Background: an optimization exercise with open tools, aiming at small area. Do not read the settings as production practice. Only simulation tests tie the RTL to the original design; equivalence was not proved. Power and IR drop assume default switching activity.

==> flow/config.mk <==
export PLATFORM = sky130hd
export DESIGN_NAME = ddr3_front_end
export DESIGN_NICKNAME = ddr3_front_end
export VERILOG_FILES = /design/flow/design.v
export SDC_FILE = /design/flow/constraint.sdc
export NUM_CORES = 4
export LEC_CHECK = 0
export CAP_MARGIN = 20
export CORE_MARGIN = 2
export CORE_UTILIZATION = 40
export CTS_BUF_LIST = sky130_fd_sc_hd__clkbuf_4
export CTS_CLUSTER_DIAMETER = 40
export CTS_CLUSTER_SIZE = 10
export SLEW_MARGIN = 20
export SYNTH_HIERARCHICAL = 1
==> flow/constraint.sdc <==
create_clock -name core_clock -period 5.0 [get_ports {afi_clk}]
set_input_delay 1.0000 -clock core_clock [delete_from_list [all_inputs] [get_ports {afi_clk}]]
set_output_delay 1.0000 -clock core_clock [all_outputs]
set_load 0.01 [all_outputs]
==> flow/design.v <==
package ddr3_fe_pkg;
    typedef enum logic [2:0] {
        PROGRAM       = 3'b000,
        SOLID_ISLANDS = 3'b001,
        CORRECTION    = 3'b010,
        DDR3_INIT     = 3'b100,
        DDR3_READ     = 3'b101
    } fe_mode_e;
    typedef enum logic [2:0] {
        S_IDLE   = 3'd0,
        S_INIT   = 3'd1,
        S_HOST   = 3'd2,
        S_FILTER = 3'd3,
        S_DRAIN  = 3'd4
    } seq_state_e;
    localparam int DATA_W_DEF           = 32;
    localparam int ADDR_W_DEF           = 6;
    localparam int MAX_READS_DEF        = 12;  
    localparam int QUEUE_DEPTH_DEF      = 12;  
    localparam int QUEUE_FULL_LEVEL_DEF = 12;  
endpackage
module cmd_queue #(
    parameter int ENTRY_W = 1 + ddr3_fe_pkg::ADDR_W_DEF + ddr3_fe_pkg::DATA_W_DEF,
    parameter int DEPTH   = ddr3_fe_pkg::QUEUE_FULL_LEVEL_DEF
) (
    input  logic               afi_clk,
    input  logic               push,
    input  logic [ENTRY_W-1:0] wentry,
    input  logic [DEPTH-1:0]   sel,
    output logic [ENTRY_W-1:0] head
);
    logic [ENTRY_W-1:0] entries [DEPTH];
    logic [ENTRY_W-1:0] part    [DEPTH/3];
    always_ff @(posedge afi_clk) begin
        if (push) begin
            entries[0] <= wentry;
            for (int i = 1; i < DEPTH; i++) begin
                entries[i] <= entries[i-1];
            end
        end
    end
    for (genvar g = 0; g < DEPTH / 3; g++) begin : g_aoi
        sel_aoi3 #(.W(ENTRY_W)) u_aoi (
            .a0 (entries[3*g]),   .s0 (sel[3*g]),
            .a1 (entries[3*g+1]), .s1 (sel[3*g+1]),
            .a2 (entries[3*g+2]), .s2 (sel[3*g+2]),
            .y_n(part[g])
        );
    end
    sel_nand4 #(.W(ENTRY_W)) u_nand (
        .a(part[0]), .b(part[1]), .c(part[2]), .d(part[3]), .y(head)
    );
endmodule
module sel_aoi3 #(
    parameter int W = 1
) (
    input  logic [W-1:0] a0,
    input  logic         s0,
    input  logic [W-1:0] a1,
    input  logic         s1,
    input  logic [W-1:0] a2,
    input  logic         s2,
    output logic [W-1:0] y_n
);
    assign y_n = ~((a0 & {W{s0}}) | (a1 & {W{s1}}) | (a2 & {W{s2}}));
endmodule
module sel_nand4 #(
    parameter int W = 1
) (
    input  logic [W-1:0] a,
    input  logic [W-1:0] b,
    input  logic [W-1:0] c,
    input  logic [W-1:0] d,
    output logic [W-1:0] y
);
    assign y = ~(a & b & c & d);
endmodule
module ddr3_front_end #(
    parameter int DATA_W           = ddr3_fe_pkg::DATA_W_DEF,
    parameter int ADDR_W           = ddr3_fe_pkg::ADDR_W_DEF,
    parameter int MAX_READS        = ddr3_fe_pkg::MAX_READS_DEF,
    parameter int QUEUE_DEPTH      = ddr3_fe_pkg::QUEUE_DEPTH_DEF,
    parameter int QUEUE_FULL_LEVEL = ddr3_fe_pkg::QUEUE_FULL_LEVEL_DEF
) (
    input  logic                  afi_clk,
    input  logic                  core_rstb,
    input  logic [2:0]            mode,    
    input  logic                  host_rd_req,
    input  logic [ADDR_W-1:0]     host_rd_addr,
    output logic                  host_rd_ready,
    output logic [DATA_W-1:0]     host_rdata,
    output logic                  host_rdata_valid,
    input  logic                  flt_wvalid,
    input  logic                  flt_rvalid,
    input  logic [ADDR_W-1:0]     flt_addr,
    input  logic [DATA_W-1:0]     flt_wdata,
    output logic                  flt_ready,
    output logic [DATA_W-1:0]     flt_rdata,
    output logic                  flt_rdata_valid,
    output logic                  init_done,
    output logic                  avl_burstbegin,
    output logic [ADDR_W-1:0]     avl_addr,
    output logic [DATA_W-1:0]     avl_wdata,
    output logic                  avl_read_req,
    output logic                  avl_write_req,
    input  logic                  avl_ready,
    input  logic                  avl_rdata_valid,
    input  logic [DATA_W-1:0]     avl_rdata
);
    localparam int ENTRY_W = 1 + ADDR_W + DATA_W;  
    localparam int N       = QUEUE_FULL_LEVEL;     
    localparam int FILL_W  = $clog2(N + 1);
    localparam int CNT_W   = $clog2(MAX_READS + 1);
    logic       st_init, st_host, st_filter, st_drain;
    logic [2:0] mode_q;        
    logic       serving_host;  
    logic       m_init, m_host, m_filter;
    logic       st_idle;
    logic       reads_idle, read_allowed;
    assign m_init   = (mode == ddr3_fe_pkg::DDR3_INIT);
    assign m_host   = (mode == ddr3_fe_pkg::DDR3_READ);
    assign m_filter = (mode == ddr3_fe_pkg::PROGRAM) | (mode == ddr3_fe_pkg::SOLID_ISLANDS) |
                      (mode == ddr3_fe_pkg::CORRECTION);
    assign st_idle  = ~(st_init | st_host | st_filter | st_drain);
    always_ff @(posedge afi_clk or negedge core_rstb) begin
        if (!core_rstb) begin
            st_init      <= 1'b0;
            st_host      <= 1'b0;
            st_filter    <= 1'b0;
            st_drain     <= 1'b0;
            mode_q       <= ddr3_fe_pkg::PROGRAM;
            serving_host <= 1'b0;
        end else if (st_drain) begin
            if (reads_idle) begin
                st_drain     <= 1'b0;
                st_init      <= m_init;
                st_host      <= m_host;
                st_filter    <= m_filter;
                mode_q       <= mode;
                serving_host <= m_host;  
            end
        end else if (mode != mode_q || (st_idle && (m_init | m_host | m_filter))) begin
            st_drain  <= 1'b1;
            st_init   <= 1'b0;
            st_host   <= 1'b0;
            st_filter <= 1'b0;
        end
    end
    logic [ADDR_W:0] sweep_cnt;
    logic            sweep_write;
    assign init_done   = sweep_cnt[ADDR_W];
    assign sweep_write = st_init & ~init_done;
    always_ff @(posedge afi_clk or negedge core_rstb) begin
        if (!core_rstb) begin
            sweep_cnt <= '0;
        end else if (!st_init) begin
            sweep_cnt <= '0;  
        end else if (sweep_write & avl_ready) begin
            sweep_cnt <= sweep_cnt + 1'b1;
        end
    end
    logic [FILL_W-1:0]  fill;
    logic               push, req_take;
    logic [N-1:0]       sel;
    logic [ENTRY_W-1:0] head;
    logic               head_write;
    logic [ADDR_W-1:0]  head_addr;
    logic [DATA_W-1:0]  head_wdata;
    assign flt_ready = (fill < FILL_W'(N));
    assign push      = (flt_wvalid | flt_rvalid) & flt_ready;  
    always_comb begin
        for (int i = 0; i < N; i++) begin
            sel[i] = st_filter & (fill == FILL_W'(i + 1));
        end
    end
    cmd_queue #(.ENTRY_W(ENTRY_W), .DEPTH(N)) u_queue (
        .afi_clk (afi_clk),
        .push    (push),
        .wentry  ({flt_wvalid, flt_addr, flt_wdata}),  
        .sel     (sel),
        .head    (head)
    );
    assign {head_write, head_addr, head_wdata} = head;
    always_ff @(posedge afi_clk or negedge core_rstb) begin
        if (!core_rstb) begin
            fill <= '0;
        end else begin
            case ({push, req_take})
                2'b10:   fill <= fill + 1'b1;
                2'b01:   fill <= fill - 1'b1;
                default: ;
            endcase
        end
    end
    assign avl_write_req  = sweep_write | head_write;
    assign avl_read_req   = ((st_host & host_rd_req) | (st_filter & (fill != '0) & ~head_write)) &
                            read_allowed;
    assign avl_addr       = ({ADDR_W{st_init}} & sweep_cnt[ADDR_W-1:0]) |
                            ({ADDR_W{st_host}} & host_rd_addr) | head_addr;
    assign avl_wdata      = head_wdata;  
    assign avl_burstbegin = (avl_read_req | avl_write_req) & avl_ready;
    assign req_take       = st_filter & avl_burstbegin;
    assign host_rd_ready  = st_host & read_allowed & avl_ready;
    logic [CNT_W-1:0]  in_flight;  
    logic [DATA_W-1:0] rdata_q;    
    always_ff @(posedge afi_clk or negedge core_rstb) begin
        if (!core_rstb) begin
            in_flight <= '0;
        end else begin
            case ({avl_read_req & avl_ready, avl_rdata_valid})
                2'b10:   in_flight <= in_flight + 1'b1;
                2'b01:   in_flight <= in_flight - 1'b1;
                default: ;  
            endcase
        end
    end
    assign read_allowed = (in_flight < CNT_W'(MAX_READS));
    assign reads_idle   = (in_flight == '0);
    always_ff @(posedge afi_clk or negedge core_rstb) begin
        if (!core_rstb) begin
            host_rdata_valid <= 1'b0;
            flt_rdata_valid  <= 1'b0;
        end else begin
            host_rdata_valid <= avl_rdata_valid & serving_host;
            flt_rdata_valid  <= avl_rdata_valid & ~serving_host;
        end
    end
    always_ff @(posedge afi_clk) begin
        rdata_q <= avl_rdata;
    end
    assign host_rdata = rdata_q;
    assign flt_rdata  = rdata_q;
endmodule
==> flow/run.sh <==
#!/bin/bash
# synth_recipe.tcl (not shown) runs the flow's synth.tcl, then flattens the netlist and writes it again
# the make line also repeats each setting of config.mk as NAME=value (left out here)
make -C /OpenROAD-flow-scripts/flow DESIGN_CONFIG=/design/flow/config.mk WORK_HOME=/design/flow/orfs CLKGATE_MAP_FILE= SYNTH_SCRIPT=/design/flow/synth_recipe.tcl finish
==> summary.txt, run 1 <==
run status=no timing/DRC/antenna violations; Sw Ratio=0.292; dpl ws=1130 ps; Mean Syn Cell Area=19.7 um^2; most common cell after layout, fill and taps aside=edfxtp_1; Iteration-0 DRC Markers=1756; Synth cell types=39; final setup fails=0; Synth Register Bits=525; first-pass GRT wire length=60.9 mm; Synth warnings=11; Synth Net Count=1039; CP arrival=3650 ps; clk_skew=38.5 ps; hold_buf cts=0; async set-reset flop share out of synthesis=0.0476; FP Rows=78; CTS root buf=clkbuf_4; IO Pins=196; max_cap viols=0; Port Buffers=195; die width=220 um; final slew viol count=0; final net count=1245; leakage=7.59 nW; wire per inst=22.3 um; Post-synth top flop=edfxtp_1; maximum VDD drop=0.000346 V; setup fix buffers added after clock tree synthesis=0; Compound-Gate Fraction of Synth Area=0.0935; # clock sinks=525; routed wire length=40.4 mm; register area share after synthesis=0.824; GR Util All Layers=0.165; vias=10400; Final WS setup=353 ps; main combinational cell family by area after synthesis=compound AO/OA/AOI/OAI gates; CP endpoint kind=output pin; share of cells above drive strength 1=0.141; full die area=48200 um^2; core footprint=45700 um^2; vias per cell=5.74; router iterations before antenna repair=9; Non-Filler Instances=1810; Slowest-stage cell, CP=dfrtp_1; Max Clock Freq=215 MHz; sw power=4.05 mW; mux cell area share after synthesis=0.00168; initial core utilization=0.407; Worst Hold Class=register to register; Simple-Gate Fraction of Synth Area=0.0349; adder-cell share of the synthesized area=0.00606; Routability Congestion=0.762; post-route antenna net violation count=0; CTS tree=yes; Pwr Total=13.8 mW; Pint=9.80 mW; max_slew headroom=0.497; maximum number of pins on one net before global-route repair=102; worst skew pair latency=760 ps; Pwr Density=624 nW/um^2; crit start category=register; final hold vios=0; DP HPWL=21.7 mm; Crit Path Max Fanout=15; Final Cycle Share=0.929; Synth Instances=944; sequential share of power=0.605; hold depth=0; CTS H-Tree Depth=3; most frequent cells in the layout=edfxtp_1, clkdlybuf4s50_1, a222oi_1; most numerous cell on the critical path=nand2b_1; Crit path largest cell delay=560 ps; Worst R2R Path Depth=14; Inst Count DP=1672; Overflow after GRT=0; Gate power share=0.181; residual DRC count=0; number of synthesized flops with an enable pin=468; clock share of power=0.214; fillcell total=3862; die height=220 um; worst-margin pin slew=753 ps; Netlist Area Pre-Place=18600 um^2; total CTS buffers=76; cell-by-cell listing of the critical path=nand2b_1, nor2_4, a222oi_1, nand4_1, nand2b_1, o21ai_0, a21oi_1, nor2b_1, clkdlybuf4s50_1; vias in the first global route=10200; antenna violations before repair=1; CTS resizes=0; CP Class=register to output pin; Clock Path Buffers=3; worst path required time=4000 ps; xor and xnor area share after synthesis=0.00801; CTS clk-pin slew, worst paths=120 ps; final worst path period need=4650 ps; RSZ-0062 raised after global routing=false; Area growth syn-to-layout=19.3%
## synth_stat cells (all sizes together), types with 4 or more instances
cell type  instances  share of area
a21oi              7         0.0019
nor2              17         0.0034
a222oi           156          0.084
xnor2              7         0.0033
o21ai              4         0.0011
dfrtp             25          0.034
inv                5         0.0010
nor3               6         0.0016
clkbuf            29         0.0060
ha                 9         0.0061
dfxtp             32          0.034
xor2              10         0.0047
a221o              6         0.0032
nand4             41          0.014
edfxtp           468           0.76
nor2b              6         0.0020
and2               8         0.0027
buf               58          0.025
nand2             26         0.0052
## power by group through the flow
stage               Combinational (mW)  Sequential (mW)  Clock, mW
floorplan                         1.42             8.38          0
global placement                  2.52             8.33          0
detailed placement                2.56             8.40          0
CTS                               2.56             8.35       3.08
global route                      2.72             8.59       3.27
finish                            2.51             8.37       2.97
## stage by stage
| stage | TNS, ps | util | hold WS, ps | area (um^2) |
|---|---|---|---|---|
| 2_1_floorplan | -1675280 | - | 416 | 18600 |
| 3_3_place_gp | 0 | 0.460 | 428 | 21000 |
| 3_5_place_dp | 0 | 0.460 | 431 | 21000 |
| 4_1_cts | 0 | 0.486 | 431 | 22200 |
| 5_1_grt | 0 | 0.486 | 441 | 22200 |
| 6_report | 0 | 0.486 | 431 | 22200 |
## worst paths after layout
check / start / endpoint / slack (ps)
min: u_queue.entries[2][7] / u_queue.entries[3][7] / 430
min reg2reg: u_queue.entries[2][7] / u_queue.entries[3][7] / 430
max reg2reg: fill[2] / in_flight[2] / 1480
min in group asynchronous: core_rstb / fill[2] / 610
max in group asynchronous: core_rstb / fill[0] / 4120
max: fill[2] / avl_burstbegin / 350
## critical path: cells and delay by family, from the launching register on
family                 cells  cell delay, ps
and+or+nand+nor            5            1120
AOI/OAI and AO/OA          3             690
DFF                        1             560
buffers and inverters      1             540
## cell families after synthesis
kind of cell | after synthesis
simple gates | 119
flops | 525
buf+inv | 92
compound gates | 179
xor+xnor | 17
fa+ha+maj | 9
mux | 3
## sequential cells by signal, summed over array words and instances (netlist names)
register and flops:
fill 4, flt_rdata_valid 1, host_rdata_valid 1, in_flight 4, mode_q 3, rdata_q 32, serving_host 1, st_drain 1
st_filter 1, st_host 1, st_init 1, sweep_cnt 7, u_queue.entries 468
## per-layer routing
metal  track usage  vias to the layer above  share of wire
met5             0                        -              0
met4        0.0550                        0          0.016
met3        0.0409                       52           0.10
met2         0.246                      593           0.45
met1         0.239                     5236           0.43
li1              -                     4510              -
## final cells by class
class                           count  area, um^2  area share
Inverter                            5        22.5     0.00102
Antenna cell                        1        2.50    0.000113
Tap cell                          600         751      0.0338
Multi-Input combinational cell    327        2770       0.125
Sequential cell                   525       15300       0.691
Timing Repair Buffer              215        2140      0.0964
Clock buffer                       99         743      0.0335
Clock inverter                     38         433      0.0195
==> run 2: changes to the inputs <==
--- a/flow/config.mk
+++ b/flow/config.mk
@@ -10,5 +10,2 @@
 export CORE_UTILIZATION = 40
-export CTS_BUF_LIST = sky130_fd_sc_hd__clkbuf_4
-export CTS_CLUSTER_DIAMETER = 40
-export CTS_CLUSTER_SIZE = 10
 export SLEW_MARGIN = 20
==> run 2 against run 1 <==
  * Still clean
  * Clock power rose by 31%
  * Combinational power hardly changed
  * Sequential share of layout area decreased by 1.6 points
  * Synthesized cell count stayed put
  * Total power rose by 6.8%
  * Utilization increased by 1.2 points
  * First-iteration DRC count down 4.7%
  * Maximum frequency increased by 4.1%
  * Clock skew fell by 26 ps
  * Flip-flop and latch count unchanged
  * Critical path type unchanged
==> summary.txt, run 2 <==
Synth warnings=11 (unchanged); most frequent cells in the layout=edfxtp_1, clkdlybuf4s50_1, a222oi_1 (unchanged); maximum VDD drop=0.000324 V (was 0.000346 V); crit start category=register (unchanged); CP arrival=3470 ps (was 3650 ps); dpl ws=1130 ps (unchanged); cell-by-cell listing of the critical path=inv_1, ha_1, nand2_1, nor3_2, a222oi_1, nand4_1, nand2b_1, o21ai_0, a21oi_1, nor2b_1, clkdlybuf4s50_1 (was nand2b_1, nor2_4, a222oi_1, nand4_1, nand2b_1, o21ai_0, a21oi_1, nor2b_1, clkdlybuf4s50_1); Overflow after GRT=0 (unchanged); async set-reset flop share out of synthesis=0.0476 (unchanged); Clock Path Buffers=3 (unchanged); CTS resizes=0 (unchanged); Reg area=15300 um^2 (unchanged); IO Pins=196 (unchanged); final hold vios=0 (unchanged); Routability Congestion=0.762 (unchanged); CTS tree=yes (unchanged); max_cap viols=0 (unchanged); GR Util All Layers=0.163 (was 0.165); number of synthesized flops with an enable pin=468 (unchanged); Pwr Density=651 nW/um^2 (was 624 nW/um^2); area occupied by multi-input gates=2770 um^2 (unchanged); post-route antenna net violation count=0 (unchanged); final core utilization=0.497 (was 0.486); Mean Syn Cell Area=19.7 um^2 (unchanged); largest reg by FF count=u_queue.entries (unchanged); reg2reg setup slack=1480 ps (about the same); final slew viol count=0 (unchanged); Slowest-stage cell, CP=clkdlybuf4s50_1 (was dfrtp_1); grt met3 use=0.0360 (was 0.0409); WP buf/inv=2 (was 1); die width=220 um (unchanged); vias per cell=5.84 (was 5.74); CTS root buf=clkbuf_16 (was clkbuf_4); DP HPWL=21.7 mm (unchanged); worst skew pair latency=590 ps (was 760 ps); final worst path period need=4470 ps (was 4650 ps); worst path required time=4000 ps (about the same); first-pass GRT wire length=60.3 mm (was 60.9 mm); Synth Register Bits=525 (unchanged); Largest regs=u_queue.entries (468), rdata_q (32), sweep_cnt (7) (unchanged); run status=no timing/DRC/antenna violations (unchanged); most common cell in the netlist=edfxtp_1 (unchanged); commonest cells in the synthesized netlist=edfxtp_1, a222oi_1, nand4_1 (unchanged); share of cells above drive strength 1=0.0984 (was 0.141); setup fix buffers added after clock tree synthesis=0 (unchanged); CTS clk-pin slew, worst paths=60 ps (was 120 ps); Final Cycle Share=0.893 (was 0.929); antenna violations before repair=0 (was 1); RSZ-0062 raised after global routing=false (unchanged); routed wire length=40.1 mm (was 40.4 mm); grt met1 use=0.238 (was 0.239); Synth Net Count=1039 (unchanged); share of the synthesized area in the top cell type=0.756 (unchanged); Hold Slack=446 ps (was 431 ps); final net count=1222 (was 1245); cell family with most CP delay=compound AO/OA/AOI/OAI gates (was simple AND/OR/NAND/NOR gates); fillcell total=3783 (was 3862); full die area=48200 um^2 (unchanged); # clock sinks=525 (unchanged); most common cell after layout, fill and taps aside=edfxtp_1 (unchanged); GRT Max-Usage Layer=met2 (unchanged); wire per inst=22.7 um (was 22.3 um); Max Clock Freq=224 MHz (was 215 MHz); Synth Instances=944 (unchanged); Netlist Area Pre-Place=18600 um^2 (unchanged); Final WS setup=534 ps (was 353 ps); core footprint=45700 um^2 (unchanged); Iteration-0 DRC Markers=1674 (was 1756); Area contributors post-synth=edfxtp_1, a222oi_1, dfxtp_1 (unchanged); initial core utilization=0.407 (unchanged); Worst R2R Path Depth=16 (was 14); maximum number of pins on one net before global-route repair=102 (unchanged); die height=220 um (unchanged); Critical Path Stages=11 (was 9); Area growth syn-to-layout=22.2% (was 19.3%); hold depth=0 (unchanged); worst-margin pin slew=755 ps (was 753 ps); Synth cell types=39 (unchanged); max reg flops=468 (unchanged); final setup fails=0 (unchanged); Crit Path Max Fanout=5 (was 15); router iterations before antenna repair=8 (was 9); vias=10300 (was 10400); n_diodes=0 (was 1); leakage=7.76 nW (was 7.59 nW); CTS H-Tree Depth=2 (was 3); hold_buf cts=0 (unchanged); Post-synth top flop=edfxtp_1 (unchanged); vias in the first global route=9962 (was 10200); CP endpoint kind=output pin (unchanged); Worst Hold Class=register to register (unchanged); dominant cell type by area after synthesis=edfxtp_1 (unchanged); M2 GR Usage=0.246 (about the same); max_slew headroom=0.496 (was 0.497); CP Class=register to output pin (unchanged); residual DRC count=0 (unchanged); Crit path largest cell delay=540 ps (was 560 ps); FP Rows=78 (unchanged); total CTS buffers=53 (was 76); Port Buffers=195 (unchanged); register area share after synthesis=0.824 (unchanged); clk_skew=12.7 ps (was 38.5 ps)
-- run 2: per-layer routing --
layer,up-vias,part of all wire
met2,561,0.46
li1,4426,-
met3,54,0.092
met5,-,0
met1,5283,0.43
met4,0,0.018
-- run 2: final cells by class --
cell class	count	area share
multi-input combinational	327	0.122
inverter	5	0.000992
clock inverter	24	0.0112
timing repair buffer	215	0.0942
clock buffer	73	0.0640
tap	600	0.0331
sequential	525	0.674
-- run 2: kinds of logic (layout without fill, tap and decap cells) --
family,Yosys count,in the layout,share of synthesized area
AO/OA/AOI/OAI,179,179,0.0935
XOR/XNOR,17,17,0.00801
adder cells (fa/ha/maj),9,9,0.00606
buffers and inverters,92,317,0.0318
flip-flops,525,525,0.824
multiplexers,3,3,0.00168
AND/OR/NAND/NOR,119,119,0.0349
-- run 2: power by group --
part | switching, mW | internal, mW
Combinational | 1.50 | 1.01
Clock | 1.59 | 2.29
Sequential | 1.02 | 7.38
-- run 2: worst register-to-register path, cell delays in order, from the launching register on --
cell	delay, ps
dfrtp_1	430
inv_1	110
ha_1	210
nand2_1	210
nor3_2	70
a222oi_1	390
nand4_1	210
nand2b_1	190
o21ai_0	280
nand3_1	170
ha_1	270
xor2_1	180
ha_1	180
a21oi_1	150
xor2_1	150
nor2_1	60
xor2_1	140
-- run 2: worst paths after layout --
| path | start | end |
|---|---|---|
| setup / recovery | fill[0] | avl_burstbegin |
| hold / removal | u_queue.entries[3][37] | u_queue.entries[4][37] |
| setup reg to reg | fill[0] | in_flight[2] |
| hold reg to reg | u_queue.entries[3][37] | u_queue.entries[4][37] |
| max in group asynchronous | core_rstb | fill[2] |
| min in group asynchronous | core_rstb | in_flight[2] |
-- run 2: through the flow --
stage	cells	instance area [um^2]	setup TNS, ps	power [mW]
floorplan	944	18600	-1675280	9.79
global placement	1672	21000	0	10.9
detailed placement	1672	21000	0	11.0
CTS	1769	22700	0	14.9
global route	1769	22700	0	15.5
finish	1769	22700	0	14.8
==> run 3: changes to the inputs <==
--- a/flow/config.mk
+++ b/flow/config.mk
@@ -10,2 +10,5 @@
 export CORE_UTILIZATION = 40
+export CTS_BUF_LIST = sky130_fd_sc_hd__clkbuf_8
+export CTS_CLUSTER_DIAMETER = 45
+export CTS_CLUSTER_SIZE = 18
 export SLEW_MARGIN = 20
==> run 3 against run 2 <==
  * Still clean
  * Final cell count did not move
  * Non-clock buffer count did not move
  * Combinational power barely moved
  * Register-to-register slack barely moved
  * Sequential power barely moved
  * Highest routed layer unchanged
==> summary.txt, run 3 <==
hold_buf cts=0 (unchanged); clk_skew=32.8 ps (was 12.7 ps); DP HPWL=21.7 mm (unchanged); worst skew pair latency=660 ps (was 590 ps); final net count=1221 (was 1222); largest reg by FF count=u_queue.entries (unchanged); Inst Count DP=1672 (unchanged); async set-reset flop share out of synthesis=0.0476 (unchanged); Synth warnings=11 (unchanged); post-route antenna net violation count=0 (unchanged); Pwr Density=625 nW/um^2 (was 651 nW/um^2); Overflow after GRT=0 (unchanged); Mean Syn Cell Area=19.7 um^2 (unchanged); die width=220 um (unchanged); vias per cell=5.84 (about the same); initial core utilization=0.407 (unchanged); run status=no timing/DRC/antenna violations (unchanged); CP arrival=3550 ps (was 3470 ps); crit start category=register (unchanged); final worst path period need=4550 ps (was 4470 ps); Crit Reg-Reg Endpoint=in_flight[2] (unchanged); CTS resizes=0 (unchanged); worst path required time=4000 ps (about the same); Synth cell types=39 (unchanged); commonest cells in the synthesized netlist=edfxtp_1, a222oi_1, nand4_1 (unchanged); core footprint=45700 um^2 (unchanged); routed wire length=40.5 mm (was 40.1 mm); final hold vios=0 (unchanged); Area contributors post-synth=edfxtp_1, a222oi_1, dfxtp_1 (unchanged); final slew viol count=0 (unchanged); max_cap viols=0 (unchanged); RSZ-0062 raised after global routing=false (unchanged); n_diodes=0 (unchanged); Largest regs=u_queue.entries (468), rdata_q (32), sweep_cnt (7) (unchanged); Synth Net Count=1039 (unchanged); register area share after synthesis=0.824 (unchanged); first-pass GRT wire length=60.5 mm (was 60.3 mm); # clock sinks=525 (unchanged); router iterations before antenna repair=6 (was 8); leakage=7.52 nW (was 7.76 nW); most common cell after layout, fill and taps aside=edfxtp_1 (unchanged); most frequent cells in the layout=edfxtp_1, clkdlybuf4s50_1, a222oi_1 (unchanged); share of cells above drive strength 1=0.114 (was 0.0984); dpl ws=1130 ps (unchanged); Non-Filler Instances=1769 (unchanged); share of the synthesized area in the top cell type=0.756 (unchanged); IO Pins=196 (unchanged); Worst R2R Path Depth=16 (unchanged); Pwr Total=13.9 mW (was 14.8 mW); Iteration-0 DRC Markers=1593 (was 1674); vias=10300 (about the same); most common cell in the netlist=edfxtp_1 (unchanged); Port Buffers=195 (unchanged); antenna violations before repair=0 (unchanged); GR Util All Layers=0.164 (was 0.163); CP Launch Point=fill[0] (unchanged); Area growth syn-to-layout=19.5% (was 22.2%); maximum number of pins on one net before global-route repair=102 (unchanged); hold path start=u_queue.entries[2][18] (was u_queue.entries[3][37]); FP Rows=78 (unchanged); max_slew headroom=0.502 (was 0.496); CP Class=register to output pin (unchanged); total CTS buffers=52 (was 53); Synth Instances=944 (unchanged); CTS H-Tree Depth=2 (unchanged); Setup crit end=avl_burstbegin (unchanged); worst-margin pin slew=745 ps (was 755 ps); Worst Hold Class=register to register (unchanged); Crit Path Max Fanout=5 (unchanged); FF-to-FF Start=fill[0] (unchanged); reg2reg setup slack=1480 ps (about the same); Netlist Area Pre-Place=18600 um^2 (unchanged); full die area=48200 um^2 (unchanged); maximum VDD drop=0.000334 V (was 0.000324 V); CP endpoint kind=output pin (unchanged); die height=220 um (unchanged); CTS root buf=clkbuf_8 (was clkbuf_16); setup fix buffers added after clock tree synthesis=0 (unchanged); wire per inst=22.9 um (was 22.7 um); residual DRC count=0 (unchanged); Post-synth top flop=edfxtp_1 (unchanged); CTS clk-pin slew, worst paths=110 ps (was 60 ps); Final WS setup=448 ps (was 534 ps); max reg flops=468 (unchanged); Clock Path Buffers=3 (unchanged); vias in the first global route=10000 (was 9962); dominant cell type by area after synthesis=edfxtp_1 (unchanged); final setup fails=0 (unchanged); Final Cycle Share=0.910 (was 0.893); number of synthesized flops with an enable pin=468 (unchanged); Synth Register Bits=525 (unchanged); CTS tree=yes (unchanged); Routability Congestion=0.762 (unchanged); Max Clock Freq=220 MHz (was 224 MHz)
[run 3: cell count changes in the layout (fill, tap and decap cells not counted), sizes merged]
| cell | previous run | this run |
|---|---|---|
| inv | 6 | 21 |
| bufinv | 5 | 3 |
| clkinvlp | 3 | 9 |
| clkbuf | 73 | 55 |
| clkinv | 15 | 14 |
[run 3: layout make-up]
class                   instances  area [um^2]
fillers                      3830        23500
multi-input cells             327         2770
clock inverters                42          445
well taps                     600          751
inverters                       5         22.5
clock buffers                  55          757
flip-flops and latches        525        15300
repair buffers                215         2140
[run 3: worst min path at each step]
stage,end,slack (ps),cells after the start
after floorplan,flt_rdata_valid,420,1
after global placement,u_queue.entries[10][37],430,0
after detailed placement,u_queue.entries[1][24],430,0
after CTS,u_queue.entries[3][18],430,0
after global routing,u_queue.entries[3][18],450,0
final,u_queue.entries[3][18],430,0
[run 3: where the power goes]
part | switching, mW | internal (mW)
combinational | 1.51 | 1.01
clock | 1.68 | 1.29
sequential | 1.02 | 7.37
[run 3: worst max-delay path, cell delays in order (launching register included)]
cell             delay (ps)
dfrtp_1                 440
inv_1                   110
ha_1                    210
nand2_1                 210
nor3_2                   70
a222oi_1                410
nand4_1                 220
nand2b_1                190
o21ai_0                 270
a21oi_1                 130
nor2b_1                 120
clkdlybuf4s50_1         540
[run 3: stage by stage]
stage / cell area [um^2] / utilization / hold WS, ps / setup TNS [ps]
6_report: 22200 / 0.486 / 433 / 0
5_1_grt: 22200 / 0.486 / 450 / 0
4_1_cts: 22200 / 0.486 / 434 / 0
3_5_place_dp: 21000 / 0.460 / 431 / 0
3_3_place_gp: 21000 / 0.460 / 428 / 0
2_1_floorplan: 18600 / - / 416 / -1675280
[run 3: logic make-up (layout without fill, tap and decap cells)]
family                     after synthesis  in the layout  synth area share
AOI/OAI and AO/OA                      179            179            0.0935
xor gates and xnor gates                17             17           0.00801
adders and majority gates                9              9           0.00606
buffers and inverters                   92            317            0.0318
DFF                                    525            525             0.824
muxes                                    3              3           0.00168
and+or+nand+nor                        119            119            0.0349
[run 3: per-layer routing]
layer	up-vias	share of wire	track usage
met5	-	0	0
met4	0	0.020	0.0488
met3	63	0.098	0.0371
met1	5252	0.43	0.238
li1	4421	-	-
met2	587	0.45	0.247
==> run 4: changes to the inputs <==
--- a/flow/config.mk
+++ b/flow/config.mk
@@ -9,3 +9,3 @@
 export CORE_MARGIN = 2
-export CORE_UTILIZATION = 40
+export CORE_UTILIZATION = 65
 export CTS_BUF_LIST = sky130_fd_sc_hd__clkbuf_8
==> run 4 against run 3 <==
  * Largest cell class unchanged
  * Register-to-register slack got worse by 400 ps
  * Count of clock-buffer cells in the layout fell by 5
  * Critical path type unchanged
  * Clock skew fell by 3.7 ps
  * Sequential share of layout area rose by 1.4 points
  * Maximum frequency fell by 3.1%
  * Design area fell by 2.0%
  * Global-route usage rose by 8.2 points
  * Clock power fell by 9.4%
  * Routed wire length fell by 7.6%
  * Largest power group unchanged
==> summary.txt, run 4 <==
antenna violations before repair=0 (unchanged); core footprint=27900 um^2 (was 45700 um^2); run status=no timing/DRC/antenna violations (unchanged); Synth cell types=39 (unchanged); cell-by-cell listing of the critical path=inv_1, ha_1, nand2_1, nor2_4, a222oi_1, nand4_1, nand2b_1, o21ai_1, a21oi_1, nor2b_1, clkdlybuf4s50_1 (was inv_1, ha_1, nand2_1, nor3_2, a222oi_1, nand4_1, nand2b_1, o21ai_0, a21oi_1, nor2b_1, clkdlybuf4s50_1); worst-margin pin slew=1040 ps (was 745 ps); fillcell total=1544 (was 3830); Max Clock Freq=213 MHz (was 220 MHz); setup fix buffers added after clock tree synthesis=0 (unchanged); Routability Congestion=0.778 (was 0.762); most common cell in the netlist=edfxtp_1 (unchanged); Final Cycle Share=0.940 (was 0.910); max reg flops=468 (unchanged); vias per cell=6.68 (was 5.84); crit start category=register (unchanged); register area share after synthesis=0.824 (unchanged); Overflow after GRT=0 (unchanged); commonest cells in the synthesized netlist=edfxtp_1, a222oi_1, nand4_1 (unchanged); grt met1 use=0.375 (was 0.238); number of synthesized flops with an enable pin=468 (unchanged); router iterations before antenna repair=9 (was 6); wire per inst=24.4 um (was 22.9 um); first-pass GRT wire length=57.4 mm (was 60.5 mm); final worst path period need=4700 ps (was 4550 ps); Worst Hold Class=register to register (unchanged); CTS tree=yes (unchanged); initial core utilization=0.666 (was 0.407); n_diodes=0 (unchanged); grt met3 use=0.0429 (was 0.0371); FP Rows=61 (was 78); GRT Max-Usage Layer=met1 (was met2); Slowest-stage cell, CP=clkdlybuf4s50_1 (unchanged); worst skew pair latency=590 ps (was 660 ps); async set-reset flop share out of synthesis=0.0476 (unchanged); Area contributors post-synth=edfxtp_1, a222oi_1, dfxtp_1 (unchanged); DP HPWL=20.6 mm (was 21.7 mm); final core utilization=0.779 (was 0.486); Post-synth top flop=edfxtp_1 (unchanged); post-route antenna net violation count=0 (unchanged); Clock Path Buffers=3 (unchanged); GR Util All Layers=0.245 (was 0.164); IO Pins=196 (unchanged); Pwr Density=623 nW/um^2 (was 625 nW/um^2); max_cap viols=0 (unchanged); Synth Register Bits=525 (unchanged); # clock sinks=525 (unchanged); dominant cell type by area after synthesis=edfxtp_1 (unchanged); largest reg by FF count=u_queue.entries (unchanged); CP Class=register to output pin (unchanged); Final WS setup=302 ps (was 448 ps); routed wire length=37.4 mm (was 40.5 mm); vias=10200 (was 10300); Area growth syn-to-layout=17.0% (was 19.5%); final slew viol count=0 (unchanged); die width=173 um (was 220 um); final net count=1213 (was 1221); Mean Syn Cell Area=19.7 um^2 (unchanged); CTS H-Tree Depth=2 (unchanged); Netlist Area Pre-Place=18600 um^2 (unchanged); Iteration-0 DRC Markers=1822 (was 1593); worst path required time=4000 ps (about the same); maximum number of pins on one net before global-route repair=179 (was 102); Crit Path Max Fanout=15 (was 5); CP arrival=3700 ps (was 3550 ps); Fin Setup TNS=0 ps (unchanged); RSZ-0062 raised after global routing=false (unchanged); residual DRC count=0 (unchanged); Port Buffers=195 (unchanged); Hold Slack=441 ps (was 433 ps); CTS clk-pin slew, worst paths=90 ps (was 110 ps); CP endpoint kind=output pin (unchanged); vias in the first global route=9874 (was 10000); Synth Instances=944 (unchanged); most frequent cells in the layout=edfxtp_1, clkdlybuf4s50_1, a222oi_1 (unchanged); CTS root buf=clkbuf_8 (unchanged); Pwr Total=13.6 mW (was 13.9 mW); total CTS buffers=47 (was 52); hold_buf cts=0 (unchanged); die height=173 um (was 220 um); Largest regs=u_queue.entries (468), rdata_q (32), sweep_cnt (7) (unchanged); maximum VDD drop=0.000464 V (was 0.000334 V); final hold vios=0 (unchanged); leakage=7.46 nW (was 7.52 nW); Synth Net Count=1039 (unchanged); Synth warnings=11 (unchanged); full die area=30000 um^2 (was 48200 um^2); dpl ws=849 ps (was 1130 ps); final setup fails=0 (unchanged); M2 GR Usage=0.372 (was 0.247); most common cell after layout, fill and taps aside=edfxtp_1 (unchanged); clk_skew=29.1 ps (was 32.8 ps); max_slew headroom=0.306 (was 0.502); share of cells above drive strength 1=0.102 (was 0.114); Crit path largest cell delay=540 ps (about the same); share of the synthesized area in the top cell type=0.756 (unchanged)
[run 4: changes by cell type in the layout (fill, tap and decap cells not counted), moves of 2 or more]
| cell | delta |
|---|---|
| clkbuf_8 | -5 |
| clkinvlp_4 | -4 |
| inv_1 | +4 |
| buf_4 | -3 |
| clkinv_1 | -3 |
| inv_8 | -3 |
| inv_12 | -2 |
[run 4: power breakdown]
part | switching [mW] | internal (mW)
clock | 1.52 | 1.17
sequential | 1.05 | 7.38
combinational | 1.45 | 0.993
[run 4: layout make-up]
type	instances	area, um^2	area share
clock buffer	50	688	0.0316
clock inverter	36	374	0.0172
inverter	5	22.5	0.00104
multi-input combinational	327	2770	0.127
sequential	525	15300	0.704
tap	378	473	0.0217
timing repair buffer	212	2110	0.0969
[run 4: path summary, 6_finish.rpt]
path	startpoint	endpoint	slack, ps	cells past startpoint
min	u_queue.entries[3][31]	u_queue.entries[4][31]	440	0
min in group asynchronous	core_rstb	sweep_cnt[4]	800	2
max	fill[0]	avl_burstbegin	300	11
min reg2reg	u_queue.entries[3][31]	u_queue.entries[4][31]	440	0
max reg2reg	fill[0]	in_flight[2]	1080	16
max in group asynchronous	core_rstb	sweep_cnt[1]	3920	2
[run 4: timing repair]
action	4_1_cts	5_1_grt
hold endpoints to repair	0	0
setup endpoints to repair	0	1
resized for setup	0	1
[run 4: worst max-delay path: cells and delay by family, from the launching register on]
family,cells,cell delay (ps)
AND/OR/NAND/NOR,5,960
adder cells (fa/ha/maj),1,250
AO/OA/AOI/OAI,3,800
buffers and inverters,2,660
flip-flops,1,450
[run 4: cells by family (layout without fill, tap and decap cells)]
group,Yosys count,in the layout,synth area share
flops,525,525,0.824
xor+xnor,17,17,0.00801
simple gates,119,119,0.0349
fa+ha+maj,9,9,0.00606
compound gates,179,179,0.0935
buf+inv,92,303,0.0318
mux,3,3,0.00168
[run 4: metal layers]
metal,vias to the layer above,routed length [um]
met5,-,0
met4,0,781
met3,66,3580
li1,4392,-
met2,592,17500
met1,5193,15600
[run 4: through the flow]
step | std cells | cell area (um^2)
final | 1533 | 21800
after global routing | 1533 | 21800
after CTS | 1533 | 21800
after detailed placement | 1447 | 20700
after global placement | 1447 | 20700
after floorplan | 944 | 18600
==> run 5: changes to the inputs <==
==> flow/flow/run.sh (new file) <==
#!/bin/bash
# The standard layout, except that the port buffers buffer_ports inserts during
# global placement are the smallest buffer (sky130_fd_sc_hd__buf_1) rather than
# the cell buffer_ports picks by default. Every port still gets its buffer.
set -euo pipefail
export BUFFER_PORTS_ARGS="-buffer_cell sky130_fd_sc_hd__buf_1"
bash standard.sh > standard.log 2>&1
==> flow/standard.sh (new file) <==
#!/bin/bash
# synth_recipe.tcl (not shown) runs the flow's synth.tcl, then flattens the netlist and writes it again
# the make line also repeats each setting of config.mk as NAME=value (left out here)
make -C /OpenROAD-flow-scripts/flow DESIGN_CONFIG=/design/flow/config.mk WORK_HOME=/design/flow/orfs CLKGATE_MAP_FILE= SYNTH_SCRIPT=/design/flow/synth_recipe.tcl "${@:-finish}"
--- a/flow/config.mk
+++ b/flow/config.mk
@@ -9,3 +9,3 @@
 export CORE_MARGIN = 2
-export CORE_UTILIZATION = 65
+export CORE_UTILIZATION = 40
 export CTS_BUF_LIST = sky130_fd_sc_hd__clkbuf_8
removed: flow/run.sh
==> run 5 against run 4 <==
  * Still clean
  * Count of clock-buffer cells in the layout rose by 3
  * Synthesized cell count did not move
  * Via count fell by 2.3%
  * Clock power rose by 17%
==> summary.txt, run 5 <==
DP HPWL=21.5 mm (was 20.6 mm); core footprint=45700 um^2 (was 27900 um^2); final setup fails=0 (unchanged); DR WL met2=18.2 mm (was 17.5 mm); first-pass GRT wire length=58.5 mm (was 57.4 mm); CTS tree=yes (unchanged); vias=10000 (was 10200); dominant cell type by area after synthesis=edfxtp_1 (unchanged); CP arrival=3320 ps (was 3700 ps); routed wire length=39.3 mm (was 37.4 mm); met3 wire length=3.20 mm (was 3.58 mm); worst path required time=4000 ps (about the same); Pwr Density=649 nW/um^2 (was 623 nW/um^2); Inst Count DP=1669 (was 1447); crit start category=register (unchanged); Synth warnings=11 (unchanged); CTS H-Tree Depth=2 (unchanged); async set-reset flop share out of synthesis=0.0476 (unchanged); Crit Path Max Fanout=13 (was 15); die height=220 um (was 173 um); antenna violations before repair=0 (unchanged); n_diodes=0 (unchanged); die width=220 um (was 173 um); CP Class=register to output pin (unchanged); # clock sinks=525 (unchanged); WL met1=17.2 mm (was 15.6 mm); Netlist Area Pre-Place=18600 um^2 (unchanged); CTS resizes=0 (unchanged); FP Rows=78 (was 61); max_cap viols=0 (unchanged); hold_buf cts=0 (unchanged); vias per cell=5.67 (was 6.68); clk_skew=30.3 ps (was 29.1 ps); initial core utilization=0.407 (was 0.666); Mean Syn Cell Area=19.7 um^2 (unchanged); leakage=7.04 nW (was 7.46 nW); total CTS buffers=51 (was 47); residual DRC count=0 (unchanged); most frequent cells in the layout=edfxtp_1, buf_1, a222oi_1 (was edfxtp_1, clkdlybuf4s50_1, a222oi_1); CTS clk-pin slew, worst paths=100 ps (was 90 ps); GR Util All Layers=0.159 (was 0.245); Max Clock Freq=232 MHz (was 213 MHz); maximum number of pins on one net before global-route repair=141 (was 179); Highest Signal Layer=met4 (unchanged); CTS root buf=clkbuf_8 (unchanged); final core utilization=0.461 (was 0.779); max_slew headroom=0.450 (was 0.306); final net count=1217 (was 1213); Final WS setup=681 ps (was 302 ps); wire per inst=22.3 um (was 24.4 um); most common cell after layout, fill and taps aside=edfxtp_1 (unchanged); Area growth syn-to-layout=13.3% (was 17.0%); Largest regs=u_queue.entries (468), rdata_q (32), sweep_cnt (7) (unchanged); FF-to-FF Start=fill[0] (unchanged); final hold vios=0 (unchanged); number of synthesized flops with an enable pin=468 (unchanged); share of the synthesized area in the top cell type=0.756 (unchanged); Non-Filler Instances=1764 (was 1533); share of cells above drive strength 1=0.111 (was 0.102); CP endpoint kind=output pin (unchanged); RSZ-0062 raised after global routing=false (unchanged); Pwr Total=13.7 mW (was 13.6 mW); most common cell in the netlist=edfxtp_1 (unchanged); Synth Register Bits=525 (unchanged); Reg area=15300 um^2 (unchanged); vias in the first global route=9729 (was 9874); largest reg by FF count=u_queue.entries (unchanged); router iterations before antenna repair=8 (was 9); full die area=48200 um^2 (was 30000 um^2); run status=no timing/DRC/antenna violations (unchanged); final slew viol count=0 (unchanged); Fin Setup TNS=0 ps (unchanged); fillcell total=3949 (was 1544); Post-synth top flop=edfxtp_1 (unchanged); area occupied by multi-input gates=2770 um^2 (unchanged); setup fix buffers added after clock tree synthesis=0 (unchanged); maximum VDD drop=0.000338 V (was 0.000464 V); Overflow after GRT=0 (unchanged); Final Cycle Share=0.864 (was 0.940); commonest cells in the synthesized netlist=edfxtp_1, a222oi_1, nand4_1 (unchanged); CP Launch Point=fill[0] (unchanged); register area share after synthesis=0.824 (unchanged); Synth cell types=39 (unchanged); Iteration-0 DRC Markers=1726 (was 1822); Synth Net Count=1039 (unchanged); Port Buffers=195 (unchanged); dpl ws=1310 ps (was 849 ps); IO Pins=196 (unchanged); final worst path period need=4320 ps (was 4700 ps); post-route antenna net violation count=0 (unchanged); max reg flops=468 (unchanged); worst-margin pin slew=825 ps (was 1040 ps); Area contributors post-synth=edfxtp_1, a222oi_1, dfxtp_1 (unchanged); Synth Instances=944 (unchanged); worst skew pair latency=670 ps (was 590 ps); Worst Hold Class=input port to async pin (was register to register); Clock Path Buffers=3 (unchanged); Routability Congestion=0.737 (was 0.778)
run 5: where the power goes:
group / total [mW] / leakage (nW) / internal [mW] / switching, mW
clock: 3.16 / 0.639 / 1.47 / 1.69
sequential: 8.39 / 5.24 / 7.37 / 1.02
combinational: 2.12 / 1.17 / 0.619 / 1.50
run 5: critical path, stage by stage, from the launching register on:
cell	delay, ps
dfrtp_1	430
inv_1	110
ha_1	230
nand2_1	240
nor2_4	180
a222oi_1	390
nand4_1	210
nand2b_1	190
o21ai_0	260
a21oi_1	130
nor2b_1	120
buf_1	160
run 5: final timing paths:
kind                       cells past startpoint  slack [ps]                     end
setup / recovery                              11         680          avl_burstbegin
min in group core_clock                        1         420             rdata_q[22]
hold reg to reg                                0         440  u_queue.entries[7][22]
setup reg to reg                              16        1330            in_flight[2]
max in group asynchronous                      2        4410                 fill[3]
hold / removal                                 2         310            sweep_cnt[5]
run 5: kinds of logic (layout without fill, tap and decap cells):
| logic type | after synthesis | count (layout) | synth area share |
|---|---|---|---|
| AOI/OAI and AO/OA | 179 | 179 | 0.0935 |
| muxes | 3 | 3 | 0.00168 |
| xor gates and xnor gates | 17 | 17 | 0.00801 |
| buffers and inverters | 92 | 312 | 0.0318 |
| DFF | 525 | 525 | 0.824 |
| and+or+nand+nor | 119 | 119 | 0.0349 |
| adders and majority gates | 9 | 9 | 0.00606 |
run 5: cell type report:
cell class	instances	share of cell area
multi-input combinational	327	0.132
inverter	5	0.00107
clock buffer	53	0.0346
tap	600	0.0356
sequential	525	0.727
timing repair buffer	212	0.0435
clock inverter	42	0.0264
run 5: routing by layer:
metal,vias up,global-route usage
li1,4404,-
met1,5098,0.230
met2,457,0.242
met3,51,0.0330
met4,0,0.0501
met5,-,0
run 5: metrics by stage:
step	cell area (um^2)	hold slack, ps
after floorplan	18600	416
after global placement	19800	430
after detailed placement	19800	432
after CTS	21100	285
after global routing	21100	336
final	21100	315
==> run 6: changes to the inputs <==
==> flow/flow/run.sh (replaced) <==
#!/bin/bash
# The standard layout with two changes:
# - the port buffers buffer_ports inserts during global placement are the
#   smallest buffer (sky130_fd_sc_hd__buf_1); every port still gets its buffer;
# - clock tree synthesis adds no dummy load cells on the clock tree's leaves.
# The clock tree settings repeat config.mk's.
set -euo pipefail
export BUFFER_PORTS_ARGS="-buffer_cell sky130_fd_sc_hd__buf_1"
export CTS_ARGS="-sink_clustering_enable -repair_clock_nets -dont_use_dummy_load -sink_clustering_size 18 -sink_clustering_max_diameter 45 -buf_list sky130_fd_sc_hd__clkbuf_8"
bash standard.sh > standard.log 2>&1
==> run 6 against run 5 <==
  * Still clean on timing, DRC and antenna
  * Worst setup slack better by 37 ps
  * Clock power is 29% lower
  * Sequential share of layout area is 2.1 points higher
  * Non-clock buffer count stayed put
  * Routed wire length is 0.30% lower
  * Utilization is 1.3 points lower
  * Maximum frequency is 0.87% higher
  * Sequential power hardly changed
  * Critical path type unchanged
  * Largest power group unchanged
==> summary.txt, run 6 <==
CTS root buf=clkbuf_8 (unchanged); IO Pins=196 (unchanged); max_slew headroom=0.444 (was 0.450); most numerous cell on the critical path=nand2b_1; Pint=8.90 mW (was 9.46 mW); number of synthesized flops with an enable pin=468 (unchanged); FP Rows=78 (unchanged); cell family with most CP delay=simple AND/OR/NAND/NOR gates (unchanged); Synth cell types=39 (unchanged); async set-reset flop share out of synthesis=0.0476 (unchanged); Iteration-0 DRC Markers=1716 (was 1726); CTS tree=yes (unchanged); most frequent cells in the layout=edfxtp_1, buf_1, a222oi_1 (unchanged); design area=20500 um^2 (was 21100 um^2); final net count=1217 (unchanged); most common cell after layout, fill and taps aside=edfxtp_1 (unchanged); Sw Ratio=0.302 (was 0.308); Inst Count DP=1669 (unchanged); wire per inst=22.8 um (was 22.3 um); Max Clock Freq=234 MHz (was 232 MHz); Routability Congestion=0.737 (unchanged); final hold vios=0 (unchanged); worst skew pair latency=670 ps (about the same); final worst path period need=4280 ps (was 4320 ps); vias per cell=5.78 (was 5.67); clk_skew=61.4 ps (was 30.3 ps); reg2reg setup slack=1330 ps (about the same); Synth Instances=944 (unchanged); die width=220 um (unchanged); clock share of power=0.176 (was 0.231); Gate power share=0.166 (was 0.155); routed wire length=39.2 mm (was 39.3 mm); hold_buf cts=0 (unchanged); run status=no timing/DRC/antenna violations (unchanged); antenna violations before repair=0 (unchanged); residual DRC count=0 (unchanged); dpl ws=1310 ps (unchanged); share of cells above drive strength 1=0.0795 (was 0.111); Final Cycle Share=0.856 (was 0.864); full die area=48200 um^2 (unchanged); Fin Setup TNS=0 ps (unchanged); Crit Path Max Fanout=18 (was 13); total CTS buffers=51 (unchanged); final setup fails=0 (unchanged); CTS H-Tree Depth=2 (unchanged); commonest cells in the synthesized netlist=edfxtp_1, a222oi_1, nand4_1 (unchanged); sequential share of power=0.658 (was 0.614); GR Util All Layers=0.158 (was 0.159); die height=220 um (unchanged); share of the synthesized area in the top cell type=0.756 (unchanged); CTS clk-pin slew, worst paths=90 ps (was 100 ps); DP HPWL=21.5 mm (unchanged); Worst R2R Path Depth=14 (was 16); # clock sinks=525 (unchanged); Pwr Density=623 nW/um^2 (was 649 nW/um^2); post-route antenna net violation count=0 (unchanged); fillcell total=3992 (was 3949); vias in the first global route=9647 (was 9729); Synth warnings=11 (unchanged); router iterations before antenna repair=8 (unchanged); Clock Path Buffers=3 (unchanged); DP Area=19800 um^2 (unchanged); Worst Hold Class=input port to async pin (unchanged); Mean Syn Cell Area=19.7 um^2 (unchanged); Pwr Total=12.8 mW (was 13.7 mW); max reg flops=468 (unchanged); worst path required time=4000 ps (about the same); dominant cell type by area after synthesis=edfxtp_1 (unchanged); maximum number of pins on one net before global-route repair=141 (unchanged); Area contributors post-synth=edfxtp_1, a222oi_1, dfxtp_1 (unchanged); CP endpoint kind=output pin (unchanged); most common cell in the netlist=edfxtp_1 (unchanged); setup fix buffers added after clock tree synthesis=0 (unchanged); Critical Path Stages=9 (was 11); core footprint=45700 um^2 (unchanged); CP arrival=3280 ps (was 3320 ps); leakage=6.77 nW (was 7.04 nW); crit start category=register (unchanged); max_cap viols=0 (unchanged); Crit path largest cell delay=510 ps (was 430 ps); Non-Filler Instances=1720 (was 1764); final core utilization=0.448 (was 0.461); Synth Net Count=1039 (unchanged); Synth Register Bits=525 (unchanged); n_diodes=0 (unchanged); RSZ-0062 raised after global routing=false (unchanged); Netlist Area Pre-Place=18600 um^2 (unchanged); Post-synth top flop=edfxtp_1 (unchanged); Slowest-stage cell, CP=dfrtp_1 (unchanged); CP Class=register to output pin (unchanged); initial core utilization=0.407 (unchanged); final slew viol count=0 (unchanged); maximum VDD drop=0.000334 V (was 0.000338 V); WP buf/inv=1 (was 2); Largest regs=u_queue.entries (468), rdata_q (32), sweep_cnt (7) (unchanged); Final WS setup=718 ps (was 681 ps); Port Buffers=195 (unchanged); register area share after synthesis=0.824 (unchanged); vias=9944 (was 10000); first-pass GRT wire length=58.3 mm (was 58.5 mm); Area growth syn-to-layout=10.2% (was 13.3%); sw power=3.85 mW (was 4.21 mW); Overflow after GRT=0 (unchanged); cell-by-cell listing of the critical path=nand2b_1, nor2_4, a222oi_1, nand4_1, nand2b_1, o21ai_0, a21oi_1, nor2b_1, buf_1 (was inv_1, ha_1, nand2_1, nor2_4, a222oi_1, nand4_1, nand2b_1, o21ai_0, a21oi_1, nor2b_1, buf_1); largest reg by FF count=u_queue.entries (unchanged); CTS resizes=0 (unchanged); Hold Slack=333 ps (was 315 ps); worst-margin pin slew=832 ps (was 825 ps)
-- run 6: cell types whose count changed in the layout (fill, tap and decap cells not counted), sizes merged --
cell and change:
clkinv -15, inv -17, bufinv -7, clkinvlp -3, clkbuf -2
-- run 6: worst register-to-register path: stages (launching register included) --
cell      delay, ps
dfrtp_1         510
nand2b_1        420
nor2_4          220
a222oi_1        430
nand4_1         220
nand2b_1        190
o21ai_0         270
nand3_1         160
ha_1            280
xor2_1          190
ha_1            190
a21oi_1         140
xor2_1          150
nor2_1           60
xor2_1          140
-- run 6: cells by family (layout without fill, tap and decap cells) --
group,count (synthesis),after routing,share of synthesized area
DFF,525,525,0.824
muxes,3,3,0.00168
adders and majority gates,9,9,0.00606
xor gates and xnor gates,17,17,0.00801
buffers and inverters,92,268,0.0318
AOI/OAI and AO/OA,179,179,0.0935
and+or+nand+nor,119,119,0.0349
-- run 6: power by group through the flow --
stage / Combinational, mW / Clock (mW) / Sequential, mW
4_1_cts: 2.17 / 2.33 / 8.36
6_report: 2.12 / 2.24 / 8.39
5_1_grt: 2.33 / 2.49 / 8.59
3_3_place_gp: 2.11 / 0 / 8.33
3_5_place_dp: 2.17 / 0 / 8.41
2_1_floorplan: 1.42 / 0 / 8.38
-- run 6: area by class of cell --
type,count,area [um^2],share of cell area
Tap cell,600,751,0.0366
Inverter,5,22.5,0.00110
Timing Repair Buffer,212,917,0.0448
Multi-Input combinational cell,327,2770,0.135
Sequential cell,525,15300,0.748
Clock buffer,51,702,0.0343
-- run 6: path summary, 6_finish.rpt --
path,from,endpoint
setup / recovery,fill[3],avl_burstbegin
hold / removal,core_rstb,sweep_cnt[0]
min in group core_clock,u_queue.entries[6][22],u_queue.entries[7][22]
hold reg to reg,u_queue.entries[6][22],u_queue.entries[7][22]
max in group asynchronous,core_rstb,sweep_cnt[1]
setup reg to reg,fill[3],in_flight[2]
-- run 6: metal layers --
| layer | up-vias | track usage | wire (um) |
|---|---|---|---|
| met5 | - | 0 | 0 |
| met2 | 456 | 0.240 | 18100 |
| met1 | 5085 | 0.230 | 17100 |
| met4 | 0 | 0.0490 | 730 |
| met3 | 54 | 0.0337 | 3220 |
| li1 | 4349 | - | - |
==> run 7: changes to the inputs <==
--- a/flow/design.v
+++ b/flow/design.v
@@ -113,40 +113,32 @@
     localparam int CNT_W   = $clog2(MAX_READS + 1);
-    logic       st_init, st_host, st_filter, st_drain;
-    logic [2:0] mode_q;        
-    logic       serving_host;  
-    logic       m_init, m_host, m_filter;
-    logic       st_idle;
+    logic       active;    
+    logic       draining;  
+    logic [2:0] mode_q;    
+    logic       st_init, st_host, st_filter;
+    logic       serving_host;
     logic       reads_idle, read_allowed;
-    assign m_init   = (mode == ddr3_fe_pkg::DDR3_INIT);
-    assign m_host   = (mode == ddr3_fe_pkg::DDR3_READ);
-    assign m_filter = (mode == ddr3_fe_pkg::PROGRAM) | (mode == ddr3_fe_pkg::SOLID_ISLANDS) |
-                      (mode == ddr3_fe_pkg::CORRECTION);
-    assign st_idle  = ~(st_init | st_host | st_filter | st_drain);
-    always_ff @(posedge afi_clk or negedge core_rstb) begin
-        if (!core_rstb) begin
-            st_init      <= 1'b0;
-            st_host      <= 1'b0;
-            st_filter    <= 1'b0;
-            st_drain     <= 1'b0;
-            mode_q       <= ddr3_fe_pkg::PROGRAM;
-            serving_host <= 1'b0;
-        end else if (st_drain) begin
+    assign serving_host = (mode_q == ddr3_fe_pkg::DDR3_READ);
+    assign st_init      = active & (mode_q == ddr3_fe_pkg::DDR3_INIT);
+    assign st_host      = active & serving_host;
+    assign st_filter    = active & ((mode_q == ddr3_fe_pkg::PROGRAM) |
+                                    (mode_q == ddr3_fe_pkg::SOLID_ISLANDS) |
+                                    (mode_q == ddr3_fe_pkg::CORRECTION));
+    always_ff @(posedge afi_clk or negedge core_rstb) begin
+        if (!core_rstb) begin
+            active   <= 1'b0;
+            draining <= 1'b0;
+            mode_q   <= ddr3_fe_pkg::PROGRAM;
+        end else if (draining) begin
             if (reads_idle) begin
-                st_drain     <= 1'b0;
-                st_init      <= m_init;
-                st_host      <= m_host;
-                st_filter    <= m_filter;
-                mode_q       <= mode;
-                serving_host <= m_host;  
+                draining <= 1'b0;
+                active   <= 1'b1;
+                mode_q   <= mode;
             end
-        end else if (mode != mode_q || (st_idle && (m_init | m_host | m_filter))) begin
-            st_drain  <= 1'b1;
-            st_init   <= 1'b0;
-            st_host   <= 1'b0;
-            st_filter <= 1'b0;
-        end
-    end
-    logic [ADDR_W:0] sweep_cnt;
-    logic            sweep_write;
-    assign init_done   = sweep_cnt[ADDR_W];
+        end else if (!active || mode != mode_q) begin
+            draining <= 1'b1;
+            active   <= 1'b0;
+        end
+    end
+    logic [ADDR_W-1:0] sweep_addr;
+    logic              sweep_write;
     assign sweep_write = st_init & ~init_done;
@@ -154,7 +146,14 @@
         if (!core_rstb) begin
-            sweep_cnt <= '0;
+            init_done <= 1'b0;
         end else if (!st_init) begin
-            sweep_cnt <= '0;  
+            init_done <= 1'b0;  
+        end else if (sweep_write & avl_ready & (sweep_addr == '1)) begin
+            init_done <= 1'b1;  
+        end
+    end
+    always_ff @(posedge afi_clk) begin
+        if (!st_init) begin
+            sweep_addr <= '0;
         end else if (sweep_write & avl_ready) begin
-            sweep_cnt <= sweep_cnt + 1'b1;
+            sweep_addr <= sweep_addr + 1'b1;
         end
@@ -197,3 +196,3 @@
                             read_allowed;
-    assign avl_addr       = ({ADDR_W{st_init}} & sweep_cnt[ADDR_W-1:0]) |
+    assign avl_addr       = ({ADDR_W{st_init}} & sweep_addr) |
                             ({ADDR_W{st_host}} & host_rd_addr) | head_addr;
--- a/flow/config.mk
+++ b/flow/config.mk
@@ -9,3 +9,3 @@
 export CORE_MARGIN = 2
-export CORE_UTILIZATION = 40
+export CORE_UTILIZATION = 60
 export CTS_BUF_LIST = sky130_fd_sc_hd__clkbuf_8
==> run 7 against run 6 <==
  * Highest routed layer unchanged
  * Via count increased by 0.11%
  * Non-clock buffer count increased by 6
  * Still clean on timing, DRC and antenna
  * Largest power group unchanged
  * Sequential share of layout area is 1.2 points higher
  * Synthesized cell count is 2.9% lower
  * Flip-flop and latch count is 3 lower
  * Area after synthesis is 0.83% lower
  * Worst setup slack lost 140 ps
  * Register-to-register slack worse by 310 ps
  * Count of clock-buffer cells in the layout fell by 4
  * First-iteration DRC count rose by 4.7%
==> summary.txt, run 7 <==
Largest regs=u_queue.entries (468), rdata_q (32), sweep_addr (6) (was u_queue.entries (468), rdata_q (32), sweep_cnt (7)); Overflow after GRT=0 (unchanged); Clock Path Buffers=3 (unchanged); post-route antenna net violation count=0 (unchanged); number of synthesized flops with an enable pin=468 (unchanged); DP HPWL=20.5 mm (was 21.5 mm); FP Rows=64 (was 78); n_diodes=0 (unchanged); final slew viol count=0 (unchanged); Port Buffers=195 (unchanged); clk_skew=64.6 ps (was 61.4 ps); Pwr Density=610 nW/um^2 (was 623 nW/um^2); register area share after synthesis=0.825 (was 0.824); CTS H-Tree Depth=2 (unchanged); CP endpoint kind=output pin (unchanged); setup fix buffers added after clock tree synthesis=0 (unchanged); Synth cell types=42 (was 39); router iterations before antenna repair=8 (unchanged); Worst R2R Path Depth=14 (unchanged); CTS root buf=clkbuf_8 (unchanged); worst-margin pin slew=969 ps (was 832 ps); GR Util All Layers=0.223 (was 0.158); Crit Path Max Fanout=22 (was 18); vias per cell=6.67 (was 5.78); total CTS buffers=47 (was 51); maximum number of pins on one net before global-route repair=220 (was 141); hold path start=u_queue.entries[4][22]; Max Clock Freq=226 MHz (was 234 MHz); vias in the first global route=9375 (was 9647); worst skew pair latency=580 ps (was 670 ps); share of cells above drive strength 1=0.0748 (was 0.0795); cell-by-cell listing of the critical path=inv_1, a211oi_2, and4b_2, a222oi_1, nand4_1, a21oi_1, a22oi_2, o21ai_1, buf_1 (was nand2b_1, nor2_4, a222oi_1, nand4_1, nand2b_1, o21ai_0, a21oi_1, nor2b_1, buf_1); final setup fails=0 (unchanged); worst path required time=4000 ps (about the same); vias=9955 (was 9944); final net count=1194 (was 1217); CP Class=register to output pin (unchanged); Area contributors post-synth=edfxtp_1, a222oi_1, dfxtp_1 (unchanged); antenna violations before repair=0 (unchanged); Synth warnings=11 (unchanged); max reg flops=468 (unchanged); most common cell in the netlist=edfxtp_1 (unchanged); RSZ-0062 raised after global routing=false (unchanged); hold depth=0; CTS clk-pin slew, worst paths=100 ps (was 90 ps); Synth Register Bits=522 (was 525); Post-synth top flop=edfxtp_1 (unchanged); # clock sinks=522 (was 525); first-pass GRT wire length=54.5 mm (was 58.3 mm); CTS tree=yes (unchanged); core footprint=30400 um^2 (was 45700 um^2); hold_buf cts=0 (unchanged); CTS resizes=0 (unchanged); routed wire length=36.5 mm (was 39.2 mm); most frequent cells in the layout=edfxtp_1, buf_1, a222oi_1 (unchanged); Netlist Area Pre-Place=18400 um^2 (was 18600 um^2); initial core utilization=0.606 (was 0.407); async set-reset flop share out of synthesis=0.0307 (was 0.0476); most common cell after layout, fill and taps aside=edfxtp_1 (unchanged); CP arrival=3420 ps (was 3280 ps); max_cap viols=0 (unchanged); final core utilization=0.658 (was 0.448); run status=no timing/DRC/antenna violations (unchanged); final worst path period need=4420 ps (was 4280 ps); Pwr Total=12.2 mW (was 12.8 mW); WP buf/inv=2 (was 1); Routability Congestion=0.797 (was 0.737); Area growth syn-to-layout=8.64% (was 10.2%); die height=179 um (was 220 um); hold endpoint=u_queue.entries[5][22]; Crit path largest cell delay=790 ps (was 510 ps); reg2reg setup slack=1020 ps (was 1330 ps); share of the synthesized area in the top cell type=0.762 (was 0.756); max_slew headroom=0.354 (was 0.444); residual DRC count=0 (unchanged); wire per inst=24.5 um (was 22.8 um); Slowest-stage cell, CP=and4b_2 (was dfrtp_1); cell family with most CP delay=compound AO/OA/AOI/OAI gates (was simple AND/OR/NAND/NOR gates); leakage=6.71 nW (was 6.77 nW); commonest cells in the synthesized netlist=edfxtp_1, a222oi_1, nand4_1 (unchanged); final hold vios=0 (unchanged); crit start category=register (unchanged); Iteration-0 DRC Markers=1796 (was 1716); Worst Hold Class=register to register (was input port to async pin); die width=179 um (was 220 um); Crit Reg-Reg Endpoint=in_flight[3] (was in_flight[2]); largest reg by FF count=u_queue.entries (unchanged); Synth Instances=917 (was 944); FF-to-FF Start=active (was fill[3]); dominant cell type by area after synthesis=edfxtp_1 (unchanged); Hold Slack=435 ps (was 333 ps); IO Pins=196 (unchanged); full die area=32100 um^2 (was 48200 um^2); maximum VDD drop=0.000447 V (was 0.000334 V); Synth Net Count=1013 (was 1039); Mean Syn Cell Area=20.1 um^2 (was 19.7 um^2); Final Cycle Share=0.884 (was 0.856)
## run 7: changes by cell type in the layout (fill, tap and decap cells not counted), sizes merged, moves of 3 or more
| cell | before | now |
|---|---|---|
| and2 | 8 | 2 |
| and4b | 0 | 8 |
| buf | 212 | 218 |
| clkbuf | 51 | 47 |
| dfrtp | 25 | 16 |
| dfxtp | 32 | 38 |
| inv | 4 | 7 |
| nand2 | 26 | 9 |
| nand2b | 3 | 0 |
| nor2 | 17 | 11 |
| nor2b | 6 | 3 |
| nor3 | 6 | 2 |
| xnor2 | 7 | 4 |
## run 7: cell type report
class / instances / area [um^2]
fill: 2050 / 10400
clock buffer: 47 / 647
tap: 396 / 495
inverter: 8 / 33.8
multi-input combinational: 301 / 2650
timing repair buffer: 218 / 987
sequential: 522 / 15200
## run 7: worst max-delay path by stage
| stage | cells past startpoint | end | startpoint |
|---|---|---|---|
| finish | 9 | avl_burstbegin | active |
| global route | 8 | avl_addr[3] | active |
| CTS | 9 | avl_burstbegin | active |
| detailed placement | 14 | in_flight[3] | active |
| global placement | 7 | avl_wdata[11] | mode_q[1] |
| floorplan | 2 | u_queue.entries[0][0] | flt_rvalid |
## run 7: worst reg2reg max path: stages (launching register included)
cell and delay (ps):
dfrtp_1 400, inv_1 100, a211oi_2 640, and4b_2 790
a222oi_1 220, nand4_1 170, a21oi_1 90, a22oi_2 240
or2_1 140, ha_1 190, ha_1 280, a21oi_1 190
a21oi_1 90, nor3_1 220, xor2_1 160
## run 7: cells by family after synthesis
logic type / after synthesis / share of synthesized area
XOR/XNOR: 15 / 0.00713
flip-flops: 522 / 0.825
AND/OR/NAND/NOR: 92 / 0.0316
AO/OA/AOI/OAI: 179 / 0.0940
adder cells (fa/ha/maj): 10 / 0.00719
buffers and inverters: 94 / 0.0320
multiplexers: 5 / 0.00292
## run 7: metrics by stage
step / setup TNS, ps / instances / worst slack [ps] / instance area, um^2
2_1_floorplan: -1675280 / 917 / -3580 / 18500
3_3_place_gp: 0 / 1444 / 1300 / 19400
3_5_place_dp: 0 / 1444 / 1070 / 19400
4_1_cts: 0 / 1491 / 581 / 20000
5_1_grt: 0 / 1492 / 411 / 20000
6_report: 0 / 1492 / 580 / 20000
## run 7: layer usage
layer / global-route usage / up-vias / share of wire
met1: 0.356 / 5037 / 0.44
met4: 0.0548 / 0 / 0.017
met5: 0 / - / 0
met2: 0.326 / 570 / 0.45
met3: 0.0371 / 58 / 0.093
li1: - / 4290 / -
## run 7: power by group
group,internal (mW),switching (mW),leakage (nW)
clock,0.838,1.25,0.338
combinational,0.544,1.27,1.21
sequential,7.34,0.980,5.16
total,8.72,3.50,6.71

afterwards: timing with drivers on the ports:
How much do the figures lean on ideal ports? The routed layouts below were timed once more, with nothing changed but the port constraints.
Step 1 assumes that a clkbuf_16 drives the clock port and a buf_2 every other input.
Step 2, shift: input delay + t, output delay - t, t = (earliest + latest rising clock arrival at the registers) / 2. This alone moves slack from input paths to output paths.
a / b / c = ideal ports / drivers / drivers and shift; a / b = the first two.
| run | t, ns | slack for setup (ns) | worst hold slack (ns) | worst setup path at the end | slew at the worst register clock pin (ns) |
|---|---|---|---|---|---|
| run 1 | 0.800 | 0.353 / 0.304 / 1.105 | 0.431 / 0.431 / 0.431 | register to output | 0.12 / 0.12 |
| run 2 | 0.630 | 0.534 / 0.483 / 1.113 | 0.446 / 0.446 / 0.446 | register to output | 0.06 / 0.06 |
| run 3 | 0.688 | 0.448 / 0.401 / 1.088 | 0.433 / 0.433 / 0.433 | register to output | 0.11 / 0.11 |
| run 4 | 0.619 | 0.302 / 0.254 / 0.873 | 0.441 / 0.441 / 0.441 | register to output | 0.11 / 0.11 |
| run 5 | 0.697 | 0.681 / 0.631 / 1.328 | 0.315 / 0.288 / 0.441 | register to output | 0.11 / 0.11 |
| run 6 | 0.673 | 0.718 / 0.668 / 1.326 | 0.333 / 0.306 / 0.404 | register to register | 0.11 / 0.11 |
| run 7 | 0.602 | 0.580 / 0.532 / 1.017 | 0.435 / 0.435 / 0.435 | register to register | 0.10 / 0.10 |
After both steps every run listed still meets setup and hold.
